What follows belongs to an exercise in optimizing a design on an open flow for small area, a short achievable clock period and few clock cycles; a production flow would make more cautious choices.
In this exercise RTL edits were held to simulation tests only and were not proved equivalent to the original.
Power figures rest on the tool's default switching activity, not on a simulated workload.

==> design/flow/design.v <==
`timescale 1ns / 1ps
package dfr_pkg;
    localparam int unsigned MIN_FRAME_BYTES = 1 + 4 + 1 + 2 + 4;
    localparam int unsigned HEADER_BYTES    = 8;
    localparam int unsigned MIC_BYTES       = 4;
    localparam logic [31:0] CRC_INIT     = 32'hFFFF_FFFF;
    localparam logic [31:0] CRC_POLY     = 32'hEDB8_8320;
    localparam logic [7:0]  FOPTS_MASK   = 8'h0F;
    localparam logic [7:0]  VERSION_MASK = 8'h03;
    typedef enum logic [1:0] {
        KIND_OPTION  = 2'd0,
        KIND_PAYLOAD = 2'd1,
        KIND_SUMMARY = 2'd2
    } kind_t;
    typedef enum logic [2:0] {
        ST_OK       = 3'd0,
        ST_SHORT    = 3'd1,
        ST_MISMATCH = 3'd2,
        ST_OVERRUN  = 3'd3,
        ST_TOO_LONG = 3'd4
    } status_t;
    typedef struct packed {
        kind_t       kind;
        logic [7:0]  byte_value;
        status_t     status;
        logic [2:0]  message_type;
        logic [1:0]  major_version;
        logic [31:0] device_address;
        logic [7:0]  frame_control;
        logic [15:0] frame_counter;
        logic [7:0]  payload_length;
        logic        last_of_run;
    } result_t;
    localparam int unsigned RESULT_W = 2 + 8 + 3 + 3 + 2 + 32 + 8 + 16 + 8 + 1;
    typedef struct packed {
        logic    byte_valid;
        logic    sum_valid;
        result_t byte_res;
        result_t sum_res;
    } push_t;
endpackage
`timescale 1ns / 1ps
`timescale 1ns / 1ps
`timescale 1ns / 1ps
module mac_frame_deframer_crc32 (
    input  logic        clk,
    input  logic        rst_n,
    input  logic        in_valid,
    output logic        in_ready,
    input  logic [7:0]  in_data,
    input  logic        in_eof,
    output logic        out_valid,
    input  logic        out_ready,
    output logic [1:0]  out_kind,
    output logic [7:0]  out_byte_value,
    output logic [2:0]  out_status,
    output logic [2:0]  out_message_type,
    output logic [1:0]  out_major_version,
    output logic [31:0] out_device_address,
    output logic [7:0]  out_frame_control,
    output logic [15:0] out_frame_counter,
    output logic [7:0]  out_payload_length,
    output logic        out_last_of_run
);
    localparam logic [31:0] CRC_POLY    = 32'hEDB8_8320;
    localparam logic [31:0] CRC_RESIDUE = 32'hDEBB_20E3;
    function automatic [31:0] crc32_byte(input [31:0] crc_in, input [7:0] data);
        integer k;
        begin
            crc32_byte = crc_in ^ {24'd0, data};
            for (k = 0; k < 8; k = k + 1)
            begin
                if (crc32_byte[0])
                    crc32_byte = (crc32_byte >> 1) ^ CRC_POLY;
                else
                    crc32_byte = crc32_byte >> 1;
            end
        end
    endfunction
    logic       s_valid;
    logic [7:0] s_byte;
    logic       s_eof;
    logic [7:0]  dl0, dl1, dl2, dl3;    
    logic [7:0]  cnt;                   
    logic        over;                  
    logic [31:0] crc;
    logic [7:0]  hdr0, hdr5;
    logic [31:0] hdr_addr;
    logic [15:0] hdr_cnt;
    logic       r_v, r_pay, r_lor;
    logic [7:0] r_byte;
    logic       k_v, k_pay, k_lor;
    logic [7:0] k_byte;
    logic       sm_pend;               
    logic       sm_v;                  
    logic       sm_pre;                
    logic       sm_ovr;
    logic [2:0] sm_status;
    logic [7:0] sm_plen;
    logic [7:0] sm_hv;                 
    logic adv, proc, used, rel, is_hdr, push, pop_r, pop_s, sm_busy;
    logic [7:0] p;
    logic [4:0] optlim;
    assign sm_busy = sm_pend || sm_v;
    assign used    = (cnt != 8'd255);
    assign rel     = used && (cnt >= 8'd4);
    assign is_hdr  = cnt < 8'd12;
    assign p       = cnt - 8'd4;
    assign optlim  = 5'd12 + {1'b0, hdr5[3:0]};
    assign adv     = !k_v && !(sm_busy && (s_eof || cnt >= 8'd4));
    assign proc    = s_valid && adv;
    assign push    = proc && rel && !is_hdr;
    assign in_ready = !s_valid || adv;
    assign pop_r = out_ready && r_v;
    assign pop_s = out_ready && !r_v && sm_v;
    always_ff @(posedge clk)
    begin
        if (in_ready)
        begin
            s_byte <= in_data;
            s_eof  <= in_eof;
        end
    end
    always_ff @(posedge clk or negedge rst_n)
    begin
        if (!rst_n)
            s_valid <= 1'b0;
        else if (in_ready)
            s_valid <= in_valid;
    end
    always_ff @(posedge clk)
    begin
        if (proc && used)
        begin
            dl0 <= dl1;
            dl1 <= dl2;
            dl2 <= dl3;
            dl3 <= s_byte;
            crc <= crc32_byte((cnt == 8'd0) ? 32'hFFFF_FFFF : crc, s_byte);
        end
        if (proc && rel && is_hdr)
        begin
            case (p[2:0])
                3'd0: hdr0 <= dl0;
                3'd1: hdr_addr[7:0] <= dl0;
                3'd2: hdr_addr[15:8] <= dl0;
                3'd3: hdr_addr[23:16] <= dl0;
                3'd4: hdr_addr[31:24] <= dl0;
                3'd5: hdr5 <= dl0;
                3'd6: hdr_cnt[7:0] <= dl0;
                default: hdr_cnt[15:8] <= dl0;
            endcase
        end
    end
    always_ff @(posedge clk or negedge rst_n)
    begin
        if (!rst_n)
        begin
            cnt  <= 8'd0;
            over <= 1'b0;
        end
        else if (proc)
        begin
            if (s_eof)
            begin
                cnt  <= 8'd0;
                over <= 1'b0;
            end
            else if (used)
                cnt <= cnt + 8'd1;
            else
                over <= 1'b1;
        end
    end
    always_ff @(posedge clk or negedge rst_n)
    begin
        if (!rst_n)
        begin
            r_v <= 1'b0;
            k_v <= 1'b0;
        end
        else
        begin
            if (k_v)
            begin
                if (pop_r)
                    k_v <= 1'b0;
            end
            else if (push)
            begin
                if (r_v && !pop_r)
                    k_v <= 1'b1;
                else
                    r_v <= 1'b1;
            end
            else if (pop_r)
                r_v <= 1'b0;
        end
    end
    always_ff @(posedge clk)
    begin
        if (k_v)
        begin
            if (pop_r)
            begin
                r_pay  <= k_pay;
                r_lor  <= k_lor;
                r_byte <= k_byte;
            end
        end
        else if (push)
        begin
            if (r_v && !pop_r)
            begin
                k_pay  <= (cnt >= optlim);
                k_lor  <= !s_eof;
                k_byte <= dl0;
            end
            else
            begin
                r_pay  <= (cnt >= optlim);
                r_lor  <= !s_eof;
                r_byte <= dl0;
            end
        end
    end
    always_ff @(posedge clk or negedge rst_n)
    begin
        if (!rst_n)
        begin
            sm_pend <= 1'b0;
            sm_v    <= 1'b0;
        end
        else
        begin
            if (proc && s_eof)
                sm_pend <= 1'b1;
            else if (sm_pend)
                sm_pend <= 1'b0;
            if (sm_pend)
                sm_v <= 1'b1;
            else if (pop_s)
                sm_v <= 1'b0;
        end
    end
    always_ff @(posedge clk)
    begin
        if (proc && s_eof)
        begin
            sm_pre <= 1'b1;
            sm_ovr <= 1'b0;
            sm_plen <= 8'd0;
            if (over || !used)
            begin
                sm_status <= 3'd4;
            end
            else if (cnt < 8'd11)
                sm_status <= 3'd1;
            else
            begin
                sm_pre  <= 1'b0;
                sm_ovr  <= ({3'd0, cnt} + 8'd1) < {3'd0, optlim};
                sm_plen <= cnt - 8'd11 - {4'd0, hdr5[3:0]};
                sm_status <= 3'd0;
            end
            for (int i = 0; i < 8; i++)
                sm_hv[i] <= over || (cnt >= 8'(i + 4));
        end
        else if (sm_pend && !sm_pre)
        begin
            if (crc != CRC_RESIDUE)
            begin
                sm_status <= 3'd2;
                sm_plen   <= 8'd0;
            end
            else if (sm_ovr)
            begin
                sm_status <= 3'd3;
                sm_plen   <= 8'd0;
            end
        end
    end
    logic show_s;
    assign show_s             = !r_v;
    assign out_valid          = r_v || sm_v;
    assign out_kind           = {show_s, r_v && r_pay};
    assign out_byte_value     = r_byte & {8{r_v}};
    assign out_last_of_run    = r_lor || show_s;
    assign out_status         = sm_status & {3{show_s}};
    assign out_payload_length = sm_plen & {8{show_s}};
    assign out_message_type   = hdr0[7:5] & {3{show_s && sm_hv[0]}};
    assign out_major_version  = hdr0[1:0] & {2{show_s && sm_hv[0]}};
    assign out_device_address = hdr_addr & {{8{show_s && sm_hv[4]}}, {8{show_s && sm_hv[3]}},
                                            {8{show_s && sm_hv[2]}}, {8{show_s && sm_hv[1]}}};
    assign out_frame_control  = hdr5 & {8{show_s && sm_hv[5]}};
    assign out_frame_counter  = hdr_cnt & {{8{show_s && sm_hv[7]}}, {8{show_s && sm_hv[6]}}};
endmodule
==> design/flow/run.sh <==
#!/bin/bash
# synth_recipe.tcl (not shown) runs the flow's synth.tcl, then flattens the netlist and writes it again
# the make line also repeats each setting of config.mk as NAME=value (left out here)
make -C /OpenROAD-flow-scripts/flow DESIGN_CONFIG=/design/flow/config.mk WORK_HOME=/design/flow/orfs CLKGATE_MAP_FILE= SYNTH_SCRIPT=/design/flow/synth_recipe.tcl finish
==> design/flow/config.mk <==
export PLATFORM = sky130hd
export DESIGN_NAME = mac_frame_deframer_crc32
export DESIGN_NICKNAME = mac_frame_deframer_crc32
export VERILOG_FILES = /design/flow/design.v
export SDC_FILE = /design/flow/constraint.sdc
export NUM_CORES = 4
export LEC_CHECK = 0
export CAP_MARGIN = 20
export CORE_MARGIN = 2
export CORE_UTILIZATION = 45
export GPL_ROUTABILITY_DRIVEN = 1
export PLACE_DENSITY = 0.65
export SLEW_MARGIN = 20
==> design/flow/constraint.sdc <==
create_clock -name core_clock -period 5.0 [get_ports {clk}]
set_input_delay 1.0000 -clock core_clock [delete_from_list [all_inputs] [get_ports {clk}]]
set_output_delay 1.0000 -clock core_clock [all_outputs]
set_load 0.01 [all_outputs]
==> notes.md <==
-- critical path, delay by kind of cell, from the launching register on --
kind	cells	cell delay, ps
compound gates	1	220
buf+inv	1	630
flops	1	550
simple gates	2	910
-- report_power, final --
group	internal (mW)	switching (mW)	leakage, nW
sequential	2.28	0.301	1.83
clock	0.658	0.608	0.277
combinational	1.05	1.11	1.77
-- synthesized netlist by cell type, types with 2 or more instances --
master and count:
nor2_1 58, nor4b_1 2, nand2b_1 8, buf_2 6, nand2_1 19, ha_1 25, or2_2 2, and2_1 71
xnor2_4 2, nor2b_1 26, a21o_1 4, buf_4 3, a31oi_1 2, a21oi_1 7, nor4_1 4, nand3_1 12
clkbuf_1 14, o21ai_0 13, o31ai_1 3, nand4b_1 2, and3_1 8, mux2_2 11, inv_1 23, o21a_1 2
nor3_1 7, xnor2_1 73, xnor2_2 3, nand4_1 4, a22o_1 2, dfrtp_1 14, xor2_1 34, edfxtp_1 175
-- layout by cell type, fill, tap and decap left out, types with 3 or more instances in the layout --
cell type,Yosys,layout
nand2_1,19,19
xor2_1,34,34
nor3_1,7,7
nand3_1,12,12
ha_1,25,25
o21ai_0,13,13
and2_1,71,71
inv_1,23,23
buf_4,3,4
nand4_1,4,4
mux2_2,11,11
nor2_1,58,58
nor4_1,4,3
xnor2_1,73,73
xnor2_2,3,3
clkdlybuf4s50_1,0,97
dfrtp_1,14,14
a21o_1,4,4
inv_6,0,5
nor2b_1,26,26
and3_1,8,8
nand2b_1,8,8
edfxtp_1,175,175
a21oi_1,7,7
clkbuf_16,0,17
o31ai_1,3,3
-- registers in the layout, indices dropped and copies added (netlist names), 3 cells and up --
register	flops
dl2	8
sm_status	3
dl1	8
crc	32
dl0	8
hdr5	8
sm_plen	8
hdr0	5
hdr_cnt	16
sm_hv	8
r_byte	8
cnt	8
dl3	8
s_byte	8
hdr_addr	32
k_byte	8
-- routing by layer --
layer | GRT usage, % | up-vias | wire length, um
met3 | 2.52 | 22 | 656
met2 | 30.3 | 125 | 9020
met1 | 23.6 | 2467 | 7810
li1 | - | 2454 | -
met4 | 6.55 | 0 | 335
met5 | 0 | - | 0
-- area by class of cell --
cell class	count	area [um2]	share of cell area, %
Timing Repair Buffer	101	1000	9.42
Multi-Input combinational cell	418	3040	28.6
Clock inverter	14	130	1.22
Clock buffer	18	429	4.04
Tap cell	265	332	3.12
Sequential cell	189	5610	52.7
Inverter	24	90.1	0.848
-- path summary, 6_finish.rpt --
path                        start          end  slack, ps  cells after the start
max                        cnt[5]     in_ready       1260                      4
min                        dl2[2]       dl1[2]        420                      0
max reg2reg                cnt[5]  hdr_addr[2]       1690                      6
min reg2reg                dl2[2]       dl1[2]        420                      0
max in group asynchronous   rst_n       cnt[4]       3540                      1
min in group asynchronous   rst_n       cnt[6]       1000                      1
-- cell families after synthesis --
kind of cell	Yosys count
flip-flops	189
adder cells (fa/ha/maj)	26
XOR/XNOR	114
AO/OA/AOI/OAI	37
AND/OR/NAND/NOR	230
multiplexers	11
buffers and inverters	49
-- metrics by stage --
| stage | hold slack, ps | std cells |
|---|---|---|
| 2_1_floorplan | 400 | 656 |
| 3_3_place_gp | 400 | 997 |
| 3_5_place_dp | 405 | 997 |
| 4_1_cts | 419 | 1029 |
| 5_1_grt | 425 | 1029 |
| 6_report | 418 | 1029 |
==> flow_summary_export.csv <==
group,metric,value,unit
status,outcome,"timing/DRC/antenna clean",
route,dr.pass1.iters,4,
clock_tree,cts_setup_buffers,0,
critical_path,critPathMaxFanout,12,
route,totalWireLength,17.8,mm
clock_tree,clock-sinks,189,
synthesis,synth_top_family_by_area,"simple AND/OR/NAND/NOR gates",
critical_path,crit_type,"reg2out",
clock_tree,ctsResizeCount,0,
clock_tree,cts_buffers,17,
clock_tree,cts_root_buffer,"clkbuf_16",
sta,max_freq,267,MHz
layout,fillCellCount,1598,
clock_tree,ctsHoldBuffers,0,
route,dr_total_vias,5068,
route,drcViolationCount,0,
critical_path,slowest_stage,"clkdlybuf4s50_1",
placed_design,place_congestion,0.865,
power_and_ir_drop,p_leak,3.88,nW
clock_tree,cts_htree_levels,4,
synthesis,synthAdderAreaFrac,3.77,%
synthesis,postSynthCellCount,656,
sta,setup_tns,0,ps
placed_design,dp_hpwl,12.9,mm
sta,timing.final.crit_share,74.8,%
synthesis,synth_top_cell_by_area,"edfxtp_1",
global_routing,antenna_found_initial,0,
placed_design,io_buffers,97,
synthesis,synth_seq_area_share,63.4,%
floorplan,die_area,20800,um2
sta,fin_skew,9.66,ps
clock_tree,clk_pin_slew_worst_paths,70,ps
job,cap_viol_max_count,0,
global_routing,grt_usage,17.9,%
sta,max-slew-margin-rel,31.0,%
sta,slew_violations,0,
critical_path,crit_chain,"nor4_4 -> a31oi_1 -> nand2_1 -> clkdlybuf4s50_1",
floorplan,io_pins,98,
power_and_ir_drop,total_power,6.01,mW
floorplan,die-height,144,um
synthesis,synth_area_leaders,"edfxtp_1 59%, xnor2_1 7.2%, and2_1 5.0%",
sta,setup_viol,0,
synthesis,syn_nets,695,
sta,tightest_slew,1030,ps
route,wl_per_cell,17.3,um
critical_path,arrival,2740,ps
critical_path,cp.required,4000,ps
sta,setup_ws,1260,ps
synthesis,ys_async_sr_fraction,7.41,%
clock_tree,cts_tree,"done",
critical_path,crit_path_max_incr_delay,630,ps
synthesis,ys_types,49,
synthesis,synth_mux_area_share,1.40,%
synthesis,avgSynthCellArea,13.5,um2
layout,design_area,10600,um2
floorplan,initial_core_util,45.7,%
placed_design,dp_slack,1700,ps
sta,layout_min_cycle_time,3740,ps
synthesis,synth_area,8840,um2
global_routing,grt_pass1_vias,5061,
synthesis,synth_xor_area_share,12.2,%
route,drt-vias-per-instance,4.93,
layout,drive_above_1_share,7.59,%
power_and_ir_drop,ir_drop,0.000399,V
route,ant_nets,0,
synthesis,synth-main-ff-cell,"edfxtp_1",
layout,final_util,55.0,%
synthesis,synth_edf_count,175,
critical_path,critPathCaptureType,"output port",
min_path,min_path_type,"reg2reg",
layout,area_growth,20.3,%
layout,final_nets,790,
critical_path,critPathLaunchType,"flip-flop",
synthesis,yosys.area_share.simple,14.2,%
clock_tree,clk_latency,420,ps
clock_tree,clockBufferDepth,2,
route,first_iter_violations,344,
floorplan,placeableCoreArea,19300,um2
global_routing,grt_pass1_wl,27.7,mm
global_routing,grt_max_degree,65,
placed_design,post_dp_cell_area,10100,um2
layout,num_antenna_cells,0,
synthesis,yosys_register_bits,189,
floorplan,die_width,144,um
power_and_ir_drop,p_per_area,565,nW/um2
sta,finalHoldViolCount,0,
synthesis,synth_compound_area_share,2.61,%
global_routing,grt_overflow_total,0,
synthesis,synth_top_cell_area_share,59.5,%
floorplan,rows,51,
sta,rsz0062_at_grt,"false",
synthesis,yosysWarnings,1,
Testbench counts, summed over its fixed seeds: cycles 71,948.

port drivers added, routing unchanged:
The results above use ideal ports. As a check the final layout listed here was re-extracted and re-timed, cells and wires unchanged.
Step 1 (the two cells are an assumption about what drives the block):
set clk [get_ports {clk}]
set_driving_cell -lib_cell sky130_fd_sc_hd__clkbuf_16 $clk
set_driving_cell -lib_cell sky130_fd_sc_hd__buf_2 [delete_from_list [all_inputs] $clk]
Step 2, shift: input delay + t, output delay - t, t = (earliest + latest rising clock arrival at the registers) / 2. This alone moves slack from input paths to output paths.
Three values: ideal, step 1, step 2; two values: the first two.
t, ns: 0.462
setup slack, ns: 1.258 / 1.214 / 1.676
hold WS [ns]: 0.418 / 0.418 / 0.418
latest minus earliest clock arrival (ns): 0.010 / 0.010
pins driven straight from the clock port: 1
After both steps setup and hold are still met in this run. The setup slack of this run moves by -0.044 ns with the drivers and by +0.418 ns with both steps.
